Background: an optimization exercise with open tools, aiming at small area. Do not read the settings as production practice.
RTL that was checked went through simulation tests only; none was proved equivalent to the original.

==> inputs of ember <==
==> flow/design.v (excerpt) <==
module l2_gan_param_loader (
    input  logic                 clk,
    input  logic                 rst,
    input  logic                 start,
    input  logic [WIDTH-1:0]     in_data,
    input  logic                 in_valid,
    output logic                 in_ready,
    output logic                 busy,
    output logic                 params_valid,
    output logic [6:0]           word_cnt,
    output logic                 cksum_err,
    output logic [255:0]         L1_w,
    output logic [63:0]          L1_b,
    output logic [127:0]         L2_w,
    output logic [31:0]          L2_b,
    output logic [31:0]          L3_w,
    output logic [15:0]          L3_b,
    output logic [15:0]          L4_w,
    output logic [15:0]          L4_b,
    output logic [15:0]          L5_w,
    output logic [15:0]          L5_b,
    output logic [31:0]          L6_w,
    output logic [31:0]          L6_b,
    output logic [127:0]         L7_w,
    output logic [63:0]          L7_b,
    output logic [255:0]         L8_w,
    output logic [63:0]          L8_b
);
    logic                          busy_q;
    logic [6:0]                    cnt_q;
    logic [WIDTH*TOTAL_WORDS-1:0]  bank_q;
    logic                          accept;
    logic                          last;      
    logic                          store;
    assign last   = cnt_q[6] & cnt_q[3] & cnt_q[0];
    assign accept = busy_q & in_valid & ~start;
    assign store  = accept & ~last;
    always_ff @(posedge clk or posedge rst) begin
        if (rst) begin
            busy_q <= 1'b0;
            cnt_q  <= '0;
        end else if (start) begin
            busy_q <= 1'b1;
            cnt_q  <= '0;
        end else if (accept) begin
            busy_q <= ~last;
            cnt_q  <= cnt_q + 7'd1;
        end
    end
    always_ff @(posedge clk) begin
        if (store) bank_q <= {in_data, bank_q[WIDTH*TOTAL_WORDS-1:WIDTH]};
    end
    logic [WIDTH-1:0] sum_q;
    logic             done;
    always_ff @(posedge clk) begin
        if (start)       sum_q <= '0;
        else if (accept) sum_q <= sum_q + in_data;
    end
    assign done         = ~busy_q & cnt_q[1];
    assign cksum_err    = done & (|sum_q);
    assign params_valid = done & ~(|sum_q);
    assign in_ready = busy_q;
    assign busy     = busy_q;
    assign word_cnt = cnt_q;
  ...
==> module l2_gan_param_loader, before the edit <==
module l2_gan_param_loader (
    input  logic                 clk,
    input  logic                 rst,
    input  logic                 start,
    input  logic [WIDTH-1:0]     in_data,
    input  logic                 in_valid,
    output logic                 in_ready,
    output logic                 busy,
    output logic                 params_valid,
    output logic [6:0]           word_cnt,
    output logic                 cksum_err,
    output logic [255:0]         L1_w,
    output logic [63:0]          L1_b,
    output logic [127:0]         L2_w,
    output logic [31:0]          L2_b,
    output logic [31:0]          L3_w,
    output logic [15:0]          L3_b,
    output logic [15:0]          L4_w,
    output logic [15:0]          L4_b,
    output logic [15:0]          L5_w,
    output logic [15:0]          L5_b,
    output logic [31:0]          L6_w,
    output logic [31:0]          L6_b,
    output logic [127:0]         L7_w,
    output logic [63:0]          L7_b,
    output logic [255:0]         L8_w,
    output logic [63:0]          L8_b
);
    logic                          busy_q;
    logic [6:0]                    cnt_q;
    logic [WIDTH*TOTAL_WORDS-1:0]  bank_q;
    logic                          accept;
    logic                          last;      
    logic                          store;
    assign last   = cnt_q[6] & cnt_q[3] & cnt_q[0];
    assign accept = busy_q & in_valid & ~start;
    assign store  = accept & ~last;
    always_ff @(posedge clk or posedge rst) begin
        if (rst) begin
            busy_q <= 1'b0;
            cnt_q  <= '0;
        end else if (start) begin
            busy_q <= 1'b1;
            cnt_q  <= '0;
        end else if (accept) begin
            busy_q <= ~last;
            cnt_q  <= cnt_q + 7'd1;
        end
    end
    always_ff @(posedge clk) begin
        if (store) bank_q <= {in_data, bank_q[WIDTH*TOTAL_WORDS-1:WIDTH]};
    end
    logic [WIDTH-1:0] sum_q;
    logic             done;
    always_ff @(posedge clk) begin
        if (start)       sum_q <= '0;
        else if (accept) sum_q <= sum_q + in_data;
    end
    assign done         = ~busy_q & cnt_q[1];
    assign cksum_err    = done & (|sum_q);
    assign params_valid = done & ~(|sum_q);
    assign in_ready = busy_q;
    assign busy     = busy_q;
    assign word_cnt = cnt_q;
    assign L1_w = bank_q[L1_W_BASE*WIDTH +: L1_W_LEN*WIDTH];
    assign L1_b = bank_q[L1_B_BASE*WIDTH +: L1_B_LEN*WIDTH];
    assign L2_w = bank_q[L2_W_BASE*WIDTH +: L2_W_LEN*WIDTH];
    assign L2_b = bank_q[L2_B_BASE*WIDTH +: L2_B_LEN*WIDTH];
    assign L3_w = bank_q[L3_W_BASE*WIDTH +: L3_W_LEN*WIDTH];
    assign L3_b = bank_q[L3_B_BASE*WIDTH +: L3_B_LEN*WIDTH];
    assign L4_w = bank_q[L4_W_BASE*WIDTH +: L4_W_LEN*WIDTH];
    assign L4_b = bank_q[L4_B_BASE*WIDTH +: L4_B_LEN*WIDTH];
    assign L5_w = bank_q[L5_W_BASE*WIDTH +: L5_W_LEN*WIDTH];
    assign L5_b = bank_q[L5_B_BASE*WIDTH +: L5_B_LEN*WIDTH];
    assign L6_w = bank_q[L6_W_BASE*WIDTH +: L6_W_LEN*WIDTH];
    assign L6_b = bank_q[L6_B_BASE*WIDTH +: L6_B_LEN*WIDTH];
    assign L7_w = bank_q[L7_W_BASE*WIDTH +: L7_W_LEN*WIDTH];
    assign L7_b = bank_q[L7_B_BASE*WIDTH +: L7_B_LEN*WIDTH];
    assign L8_w = bank_q[L8_W_BASE*WIDTH +: L8_W_LEN*WIDTH];
    assign L8_b = bank_q[L8_B_BASE*WIDTH +: L8_B_LEN*WIDTH];
endmodule
export LEC_CHECK = 0
export CAP_MARGIN = 20
export CORE_AREA = 5 5 245 245
export DIE_AREA = 0 0 250 250
export SLEW_MARGIN = 20
create_clock -name core_clock -period 5.0 [get_ports {clk}]
standard.sh (not shown) runs the stock make flow with config.mk's settings and CLKGATE_MAP_FILE= SYNTH_SCRIPT=/design/flow/synth_recipe.tcl, a recipe that flattens the netlist after the stock synthesis.
==> flow/flow/run.sh <==
#!/bin/bash
# Standard layout, except that the port buffers are the smallest buffer cell
# and the clock tree uses small clock buffers without dummy loads.
set -e
export BUFFER_PORTS_ARGS="-buffer_cell sky130_fd_sc_hd__buf_1"
export CTS_ARGS="-sink_clustering_enable -repair_clock_nets -sink_clustering_size 14 -sink_clustering_max_diameter 40 -buf_list sky130_fd_sc_hd__clkbuf_4 -dont_use_dummy_load"
bash standard.sh > standard.log 2>&1
==> xenon (differences from ember) <==
--- a/flow/design.v
+++ b/flow/design.v
@@ -79,15 +79,20 @@
     always_ff @(posedge clk) begin
         if (store) bank_q <= {in_data, bank_q[WIDTH*TOTAL_WORDS-1:WIDTH]};
     end
-    logic [WIDTH-1:0] sum_q;
-    logic             done;
+    logic [WIDTH-1:0] sum_q, sum_nx;
+    logic             err_q;
+    assign sum_nx = sum_q + in_data;
     always_ff @(posedge clk) begin
-        if (start)       sum_q <= '0;
-        else if (accept) sum_q <= sum_q + in_data;
+        if (start)      sum_q <= '0;
+        else if (store) sum_q <= sum_nx;
     end
-    assign done         = ~busy_q & cnt_q[1];
-    assign cksum_err    = done & (|sum_q);
-    assign params_valid = done & ~(|sum_q);
+    always_ff @(posedge clk or posedge rst) begin
+        if (rst)                 err_q <= 1'b0;
+        else if (start)          err_q <= 1'b0;
+        else if (accept && last) err_q <= (sum_nx != '0);
+    end
+    assign cksum_err    = err_q;
+    assign params_valid = ~busy_q & cnt_q[1] & ~err_q;
     assign in_ready = busy_q;
     assign busy     = busy_q;
     assign word_cnt = cnt_q;
==> flow/run.sh (new file) <==
#!/bin/bash
# synth_recipe.tcl (not shown) runs the flow's synth.tcl, then flattens the netlist and writes it again
# the make line also repeats each setting of config.mk as NAME=value (left out here)
make -C /OpenROAD-flow-scripts/flow DESIGN_CONFIG=/design/flow/config.mk WORK_HOME=/design/flow/orfs CLKGATE_MAP_FILE= SYNTH_SCRIPT=/design/flow/synth_recipe.tcl finish
--- a/flow/config.mk
+++ b/flow/config.mk
@@ -6,6 +6,6 @@
 export NUM_CORES = 4
 export LEC_CHECK = 0
 export CAP_MARGIN = 20
-export CORE_AREA = 5 5 245 245
-export DIE_AREA = 0 0 250 250
+export CORE_AREA = 5 5 445 445
+export DIE_AREA = 0 0 450 450
 export SLEW_MARGIN = 20
removed: flow/flow/run.sh
removed: flow/standard.sh
==> impl_metrics.env <==
export IMPL_ys_top_cells_by_area="edfxtp_1, dfxtp_1, dfrtp_1"
export IMPL_start_util=0.192
export IMPL_synth_fa_ha_area_frac=0.00595
export IMPL_yosysSeqAreaShare=0.963
export IMPL_status="complete, no violations"
export IMPL_ys_types=57
export IMPL_synth_seq_cells=1193
export IMPL_netlist_area_mm2=0.0370
export IMPL_synth_compound_area_frac=0.0136
export IMPL_synth_xor_area_frac=0.00284
# the run above: xenon

==> impl_metrics.env <==
export IMPL_synth_fa_ha_area_frac=0.00598
export IMPL_stop_stage="3_2_place_iop"
export IMPL_ys_types=53
export IMPL_yosysMostFrequentCell="edfxtp_1"
export IMPL_yosysSeqAreaShare=0.967
export IMPL_synth_xor_area_frac=0.00238
export IMPL_status="stopped before the end"
export IMPL_ys_top_cells_by_area="edfxtp_1, dfxtp_1, dfrtp_1"
export IMPL_synth_seq_cells=1192
export IMPL_synth_largest_area_cell="edfxtp_1"
export IMPL_error_line="[ERROR PPL-0024] Number of IO pins (1199) exceeds maximum number of available positions (900). Increase the die perimeter from 1000.00um to 1630.64um."
export IMPL_netlist_area_mm2=0.0368
# the run above: ember

No functional check of the RTL was part of ember.

## port drivers added, routing unchanged
No port has a modelled driver above. Below, the same layout with a new extraction and two added sets of constraints.
Step 1 sets driving cells, clkbuf_16 on the clock port and buf_2 on the other inputs (assumed; they add their load-dependent delay and slew).
Step 2 times the ports against the registers' clock, not the clock port: input delays grow and output delays shrink by t, the midpoint of the rising clock arrivals with the driver on.
Three values: no drivers, after step 1, after step 2; two values: the first two.
run: xenon
t, ns: 0.799
slack for setup (ns): 1.899 / 1.887 / 1.119
worst register clock-pin slew, ns: 0.07 / 0.07
worst data-port slew with drivers (ns): 0.08
After both steps xenon still meets setup and hold. For xenon, drivers alone change the setup slack by -0.012 ns; drivers and shift together by -0.780 ns.
